Source: an optimization exercise on an open RTL-to-GDS flow (aim: small area). Production flows keep margins and buffers that such runs may drop.
In this exercise RTL edits were held to simulation tests only and were not proved equivalent to the original.

==> inputs of trial 53 <==
==> flow/design.v (excerpt) <==
module qdma_h2c_adapter #(
   parameter int MAX_PKT_LEN = MAX_PKT_LEN_DEF,
   parameter int CNT_W       = 16
) (
   input  logic              axi_aclk,
   input  logic              axi_areset,
   input  logic              s_axis_h2c_tvalid,
   output logic              s_axis_h2c_tready,
   input  logic [DATA_W-1:0] s_axis_h2c_tdata,
   input  logic              s_axis_h2c_tlast,
   input  logic [10:0]       s_axis_h2c_tuser_qid,
   input  logic [5:0]        s_axis_h2c_tuser_mty,
   input  logic [31:0]       s_axis_h2c_tuser_mdata,
   output logic              m_axis_tvalid,
   input  logic              m_axis_tready,
   output logic [DATA_W-1:0] m_axis_tdata,
   output logic [KEEP_W-1:0] m_axis_tkeep,
   output logic              m_axis_tlast,
   output logic [15:0]       m_axis_tuser_size,
   output logic [15:0]       m_axis_tuser_src,
   output logic              m_axis_tuser_err,
   output logic [CNT_W-1:0]  stat_pkt_cnt,
   output logic [CNT_W-1:0]  stat_drop_cnt,
   output logic [CNT_W-1:0]  stat_err_cnt
);
clock: 5.0 ns
lec_check: 0
cap_margin: 20
core_area: 2 2 698 138
cts_buf_list: sky130_fd_sc_hd__clkbuf_2 sky130_fd_sc_hd__clkbuf_4
cts_cluster_size: 12
die_area: 0 0 700 140
slew_margin: 20
standard.sh (not shown) runs the stock make flow with config.mk's settings and CLKGATE_MAP_FILE= SYNTH_SCRIPT=/design/flow/synth_recipe.tcl, a recipe that flattens the netlist after the stock synthesis.
==> flow/flow/run.sh <==
#!/bin/bash
# Standard ORFS layout, with the smallest buffer on each port instead of the default port buffer.
set -euo pipefail
bash standard.sh BUFFER_PORTS_ARGS="-buffer_cell sky130_fd_sc_hd__buf_1" finish > standard_flow.log 2>&1
==> build 40 (differences from trial 53) <==
==> flow/flow/run.sh (replaced) <==
#!/bin/bash
# Standard ORFS layout, with the smallest buffer on each port instead of the default port buffer,
# and clock tree synthesis with larger sink clusters and without dummy balancing loads.
set -euo pipefail
bash standard.sh BUFFER_PORTS_ARGS="-buffer_cell sky130_fd_sc_hd__buf_1" \
  CTS_ARGS="-sink_clustering_enable -repair_clock_nets -dont_use_dummy_load -sink_clustering_size 28 -sink_clustering_max_diameter 50" finish > standard_flow.log 2>&1
==> flow/config.mk (replaced) <==
export PLATFORM = sky130hd
export DESIGN_NAME = qdma_h2c_adapter
export DESIGN_NICKNAME = qdma_h2c_adapter
export VERILOG_FILES = /design/flow/design.v
export SDC_FILE = /design/flow/constraint.sdc
export NUM_CORES = 4
export LEC_CHECK = 0
export CAP_MARGIN = 20
export CORE_AREA = 2 2 498 148
export DIE_AREA = 0 0 500 150
export SLEW_MARGIN = 20
==> build 27 (differences from trial 53) <==
==> flow/flow/run.sh (replaced) <==
#!/bin/bash
# Standard ORFS layout, with the smallest buffer on each port instead of the default port buffer,
# and clock tree synthesis with larger sink clusters and without dummy balancing loads.
set -euo pipefail
bash standard.sh BUFFER_PORTS_ARGS="-buffer_cell sky130_fd_sc_hd__buf_1" \
  CTS_ARGS="-sink_clustering_enable -repair_clock_nets -dont_use_dummy_load -sink_clustering_size 18 -sink_clustering_max_diameter 50 -buf_list sky130_fd_sc_hd__clkbuf_8" finish > standard_flow.log 2>&1
==> flow/config.mk (replaced) <==
export PLATFORM = sky130hd
export DESIGN_NAME = qdma_h2c_adapter
export DESIGN_NICKNAME = qdma_h2c_adapter
export VERILOG_FILES = /design/flow/design.v
export SDC_FILE = /design/flow/constraint.sdc
export NUM_CORES = 4
export LEC_CHECK = 0
export CAP_MARGIN = 20
export CORE_AREA = 2 2 498 148
export DIE_AREA = 0 0 500 150
export PLACE_DENSITY = 0.8
export SLEW_MARGIN = 20
==> notes <==
- The lowest clock skew belongs to build 40, the highest to trial 53.
- Via count: build 27 > trial 53 > build 40.
- Of trial 53 and build 27, build 27 has the higher critical path depth (gap 11).
- Routed wire length: trial 53 < build 40 < build 27.

==> nickel <==
==> flow/design.v <==
package qdma_h2c_pkg;
   localparam int DATA_W          = 512;
   localparam int KEEP_W          = DATA_W / 8;
   localparam int MAX_PKT_LEN_DEF = 9600;
   typedef enum logic [1:0] {
      FIRST,
      PASS,
      DROP
   } h2c_state_t;
   typedef struct packed {
      logic [DATA_W-1:0] tdata;
      logic [5:0]        mty;
      logic              tlast;
      logic              err;
   } axis_pkt_beat_t;
   function automatic logic [KEEP_W-1:0] mty_to_keep(input logic [5:0] mty);
      mty_to_keep = {KEEP_W{1'b1}} >> mty;
   endfunction
endpackage
module axis_skid_buf #(
   parameter int W = 1
) (
   input  logic  clk_i,
   input  logic  rst_i,
   input  logic  in_valid_i,
   output logic  in_ready_o,
   input  logic [W-1:0] in_data_i,
   output logic  out_valid_o,
   input  logic  out_ready_i,
   output logic [W-1:0] out_data_o,
   output logic  skid_valid_o,
   output logic  out_load_o
);
   logic  out_valid_q, skid_valid_q;
   logic [W-1:0] out_data_q, skid_data_q, skid_data_d;
   logic  push, out_load;
   assign in_ready_o   = ~skid_valid_q;
   assign push         = in_valid_i & ~skid_valid_q;
   assign out_load     = ~out_valid_q | out_ready_i;
   assign out_valid_o  = out_valid_q;
   assign out_data_o   = out_data_q;
   assign skid_valid_o = skid_valid_q;
   assign out_load_o   = out_load;
   assign skid_data_d = skid_valid_q ? skid_data_q : in_data_i;
   always_ff @(posedge clk_i or posedge rst_i) begin
      if (rst_i) begin
         out_valid_q  <= 1'b0;
         skid_valid_q <= 1'b0;
      end else begin
         if (out_load) begin
            out_valid_q  <= skid_valid_q | push;
            skid_valid_q <= 1'b0;
         end else if (push) begin
            skid_valid_q <= 1'b1;
         end
      end
   end
   always_ff @(posedge clk_i) begin
      skid_data_q <= skid_data_d;
      if (out_load) out_data_q <= skid_data_d;
   end
endmodule
import qdma_h2c_pkg::*;
module qdma_h2c_adapter #(
   parameter int MAX_PKT_LEN = MAX_PKT_LEN_DEF,
   parameter int CNT_W       = 16
) (
   input  logic              axi_aclk,
   input  logic              axi_areset,
   input  logic              s_axis_h2c_tvalid,
   output logic              s_axis_h2c_tready,
   input  logic [DATA_W-1:0] s_axis_h2c_tdata,
   input  logic              s_axis_h2c_tlast,
   input  logic [10:0]       s_axis_h2c_tuser_qid,
   input  logic [5:0]        s_axis_h2c_tuser_mty,
   input  logic [31:0]       s_axis_h2c_tuser_mdata,
   output logic              m_axis_tvalid,
   input  logic              m_axis_tready,
   output logic [DATA_W-1:0] m_axis_tdata,
   output logic [KEEP_W-1:0] m_axis_tkeep,
   output logic              m_axis_tlast,
   output logic [15:0]       m_axis_tuser_size,
   output logic [15:0]       m_axis_tuser_src,
   output logic              m_axis_tuser_err,
   output logic [CNT_W-1:0]  stat_pkt_cnt,
   output logic [CNT_W-1:0]  stat_drop_cnt,
   output logic [CNT_W-1:0]  stat_err_cnt
);
   localparam logic [15:0] MAX_LEN = 16'(MAX_PKT_LEN);
   qdma_h2c_pkg::h2c_state_t state_q;
   qdma_h2c_pkg::h2c_state_t state_d;
   logic [15:0]    size_q;
   logic [10:0]    qid_q;
   logic [7:0]     nb_q;
   logic           qerr_q;
   logic [15:0]    osize_q;
   logic [10:0]    oqid_q;
   logic [CNT_W-1:0] pkt_cnt_q, drop_cnt_q, err_cnt_q;
   logic           buf_ready, acc, first, bad, fwd, err;
   logic           skid_valid, out_load;
   logic [15:0]    size_in, cur_size;
   logic [10:0]    cur_qid;
   logic [7:0]     nb;
   logic [14:0]    bytes;
   logic           qerr_nx;
   logic [15:0]    unused_mdata;
   qdma_h2c_pkg::axis_pkt_beat_t in_beat;
   qdma_h2c_pkg::axis_pkt_beat_t out_beat;
   assign unused_mdata = s_axis_h2c_tuser_mdata[31:16];
   assign size_in      = s_axis_h2c_tuser_mdata[15:0];
   assign first        = (state_q == FIRST);
   assign acc          = s_axis_h2c_tvalid & s_axis_h2c_tready;
   assign bad          = (size_in == 16'd0) || (size_in > MAX_LEN);
   assign cur_size     = first ? size_in : size_q;
   assign cur_qid      = first ? s_axis_h2c_tuser_qid : qid_q;
   assign nb      = first ? 8'd0 : nb_q;
   assign bytes   = {1'b0, nb, 6'd0} + 15'(7'(KEEP_W) - {1'b0, s_axis_h2c_tuser_mty});
   assign qerr_nx = ~first & (qerr_q | (s_axis_h2c_tuser_qid != qid_q));
   assign err     = ({1'b0, bytes} != cur_size) | qerr_nx;
   assign fwd     = acc & ((state_q == PASS) | (first & ~bad));
   always_comb begin
      in_beat       = '0;
      in_beat.tdata = s_axis_h2c_tdata;
      in_beat.mty   = s_axis_h2c_tlast ? s_axis_h2c_tuser_mty : 6'd0;
      in_beat.tlast = s_axis_h2c_tlast;
      in_beat.err   = s_axis_h2c_tlast & err;
   end
   always_comb begin
      state_d           = state_q;
      s_axis_h2c_tready = 1'b0;
      if (!axi_areset) s_axis_h2c_tready = (state_q == DROP) ? 1'b1 : buf_ready;
      unique case (state_q)
         FIRST:   if (acc && !s_axis_h2c_tlast) state_d = bad ? DROP : PASS;
         PASS:    if (acc && s_axis_h2c_tlast) state_d = FIRST;
         DROP:    if (acc && s_axis_h2c_tlast) state_d = FIRST;
         default: state_d = FIRST;
      endcase
   end
   always_ff @(posedge axi_aclk or posedge axi_areset) begin
      if (axi_areset) begin
         state_q    <= FIRST;
         pkt_cnt_q  <= '0;
         drop_cnt_q <= '0;
         err_cnt_q  <= '0;
      end else begin
         state_q <= state_d;
         if (acc && first && bad && !(&drop_cnt_q)) drop_cnt_q <= drop_cnt_q + 1'b1;
         if (fwd && s_axis_h2c_tlast && !(&pkt_cnt_q)) pkt_cnt_q <= pkt_cnt_q + 1'b1;
         if (fwd && s_axis_h2c_tlast && err && !(&err_cnt_q)) err_cnt_q <= err_cnt_q + 1'b1;
      end
   end
   always_ff @(posedge axi_aclk) begin
      if (fwd) begin
         size_q <= cur_size;
         qid_q  <= cur_qid;
         nb_q   <= first ? 8'd1 : (nb_q + {7'd0, ~(&nb_q)});
         qerr_q <= qerr_nx;
      end
      if (out_load) begin
         osize_q <= (skid_valid | ~first) ? size_q : size_in;
         oqid_q  <= (skid_valid | ~first) ? qid_q : s_axis_h2c_tuser_qid;
      end
   end
   axis_skid_buf #(
      .W($bits(in_beat))
   ) u_skid (
      .clk_i       (axi_aclk),
      .rst_i       (axi_areset),
      .in_valid_i  (fwd),
      .in_ready_o  (buf_ready),
      .in_data_i   (in_beat),
      .out_valid_o (m_axis_tvalid),
      .out_ready_i (m_axis_tready),
      .out_data_o  (out_beat),
      .skid_valid_o(skid_valid),
      .out_load_o  (out_load)
   );
   assign m_axis_tdata      = out_beat.tdata;
   assign m_axis_tkeep      = {KEEP_W{1'b1}} >> out_beat.mty;
   assign m_axis_tlast      = out_beat.tlast;
   assign m_axis_tuser_size = osize_q;
   assign m_axis_tuser_src  = {5'b0, oqid_q};
   assign m_axis_tuser_err  = out_beat.err;
   assign stat_pkt_cnt      = pkt_cnt_q;
   assign stat_drop_cnt     = drop_cnt_q;
   assign stat_err_cnt      = err_cnt_q;
endmodule
==> flow/flow/run.sh <==
#!/bin/bash
# Standard ORFS layout, with the smallest buffer on each port instead of the default port buffer,
# and clock tree synthesis with larger sink clusters and without dummy balancing loads.
set -euo pipefail
bash standard.sh BUFFER_PORTS_ARGS="-buffer_cell sky130_fd_sc_hd__buf_1" \
  CTS_ARGS="-sink_clustering_enable -repair_clock_nets -dont_use_dummy_load -sink_clustering_size 18 -sink_clustering_max_diameter 50 -buf_list sky130_fd_sc_hd__clkbuf_8" finish > standard_flow.log 2>&1
==> flow/standard.sh <==
#!/bin/bash
# synth_recipe.tcl (not shown) runs the flow's synth.tcl, then flattens the netlist and writes it again
# the make line also repeats each setting of config.mk as NAME=value (left out here)
make -C /OpenROAD-flow-scripts/flow DESIGN_CONFIG=/design/flow/config.mk WORK_HOME=/design/flow/orfs CLKGATE_MAP_FILE= SYNTH_SCRIPT=/design/flow/synth_recipe.tcl "${@:-finish}"
==> flow/config.mk <==
export PLATFORM = sky130hd
export DESIGN_NAME = qdma_h2c_adapter
export DESIGN_NICKNAME = qdma_h2c_adapter
export VERILOG_FILES = /design/flow/design.v
export SDC_FILE = /design/flow/constraint.sdc
export NUM_CORES = 4
export LEC_CHECK = 0
export CAP_MARGIN = 20
export CORE_AREA = 2 2 498 148
export DIE_AREA = 0 0 500 150
export SLEW_MARGIN = 20
==> flow/constraint.sdc <==
create_clock -name core_clock -period 5.0 [get_ports {axi_aclk}]
set_input_delay 1.0000 -clock core_clock [delete_from_list [all_inputs] [get_ports {axi_aclk}]]
set_output_delay 1.0000 -clock core_clock [all_outputs]
set_load 0.01 [all_outputs]
==> delta: changes against nickel <==
==> flow/run.sh (new file) <==
#!/bin/bash
# synth_recipe.tcl (not shown) runs the flow's synth.tcl, then flattens the netlist and writes it again
# the make line also repeats each setting of config.mk as NAME=value (left out here)
make -C /OpenROAD-flow-scripts/flow DESIGN_CONFIG=/design/flow/config.mk WORK_HOME=/design/flow/orfs CLKGATE_MAP_FILE= SYNTH_SCRIPT=/design/flow/synth_recipe.tcl finish
Settings changed: CORE_AREA 2 2 498 148 to default, CORE_MARGIN from default to 2, CORE_UTILIZATION from default to 40, DIE_AREA 0 0 500 150 to default.
removed: flow/flow/run.sh
removed: flow/standard.sh
==> tundra: changes against nickel <==
==> flow/flow/run.sh (replaced) <==
#!/bin/bash
# Standard ORFS layout, with the smallest buffer on each port instead of the default port buffer,
# and clock tree synthesis with larger sink clusters and without dummy balancing loads.
set -euo pipefail
bash standard.sh BUFFER_PORTS_ARGS="-buffer_cell sky130_fd_sc_hd__buf_1" \
  CTS_ARGS="-sink_clustering_enable -repair_clock_nets -dont_use_dummy_load -sink_clustering_size 25 -sink_clustering_max_diameter 60" finish > standard_flow.log 2>&1
Settings changed: CORE_AREA 2 2 498 148 to 2 2 598 118, DIE_AREA 0 0 500 150 to 0 0 600 120.
==> flow_metrics.tcl <==
set metrics [dict create \
    status "finished clean" \
    skew_ps 61.3 \
    met2_wirelength_mm 54.9 \
    setup_viol 0 \
    n_tap_cell 962 \
    comb_power_uw 2690 \
    clock_latency_ps 710 \
    layout_commonest_cell "buf_1" \
]
(the above is from nickel)
==> flow_metrics.tcl <==
set metrics [dict create \
    status "finished clean" \
    layout_commonest_cell "buf_1" \
    setup_viol 0 \
    n_tap_cell 946 \
    comb_power_uw 2560 \
    met2_wirelength_mm 51.8 \
    skew_ps 54.6 \
]
(the above is from tundra)
==> flow_metrics.tcl <==
set metrics [dict create \
    stop_error "[ERROR PPL-0024] Number of IO pins (1226) exceeds maximum number of available positions (1188). Increase the die perimeter from 1316.38um to 1667.36um." \
    synth_adder_area_share_pct 0.349 \
    status "did not finish" \
    lastStage "I/O pin placement (3_2_place_iop)" \
    synth.cell_area_mm2 0.0423 \
    synth_most_common_cell "edfxtp_1" \
]
(the above is from delta)

==> afterwards: timing with drivers on the ports <==
In the flow no input, the clock included, has a driving cell. The finished layouts below were timed again as built, in two steps. Step 1: set_driving_cell puts a clkbuf_16 on axi_aclk and a buf_2 on each other input, an assumption about the parent block. Step 2, shift: input delay + t, output delay - t, t = (earliest + latest rising clock arrival at the registers) / 2. This alone moves slack from input paths to output paths. Three values: ideal, step 1, step 2; two values: the first two.
run | shift t [ns] | setup slack, ns | worst setup path at the end | clock arrival spread, ns | worst data-port slew with drivers (ns)
trial 53 | 1.081 | 0.883 / 0.814 / 0.203 | input to register | 0.139 / 0.138 | 0.10
build 40 | 0.686 | 0.757 / 0.801 / 0.115 | input to register | 0.060 / 0.060 | 0.19
build 27 | 0.774 | 0.950 / 1.003 / 0.230 | input to register | 0.066 / 0.065 | 0.25
nickel | 0.755 | 0.842 / 0.880 / 0.125 | input to register | 0.080 / 0.080 | 0.19
tundra | 0.693 | 1.124 / 1.174 / 0.481 | input to register | 0.081 / 0.082 | 0.13
After both steps every run listed still meets setup and hold. The setup slack of build 27, which loses most, moves by +0.053 ns with the drivers and by -0.720 ns with both steps.
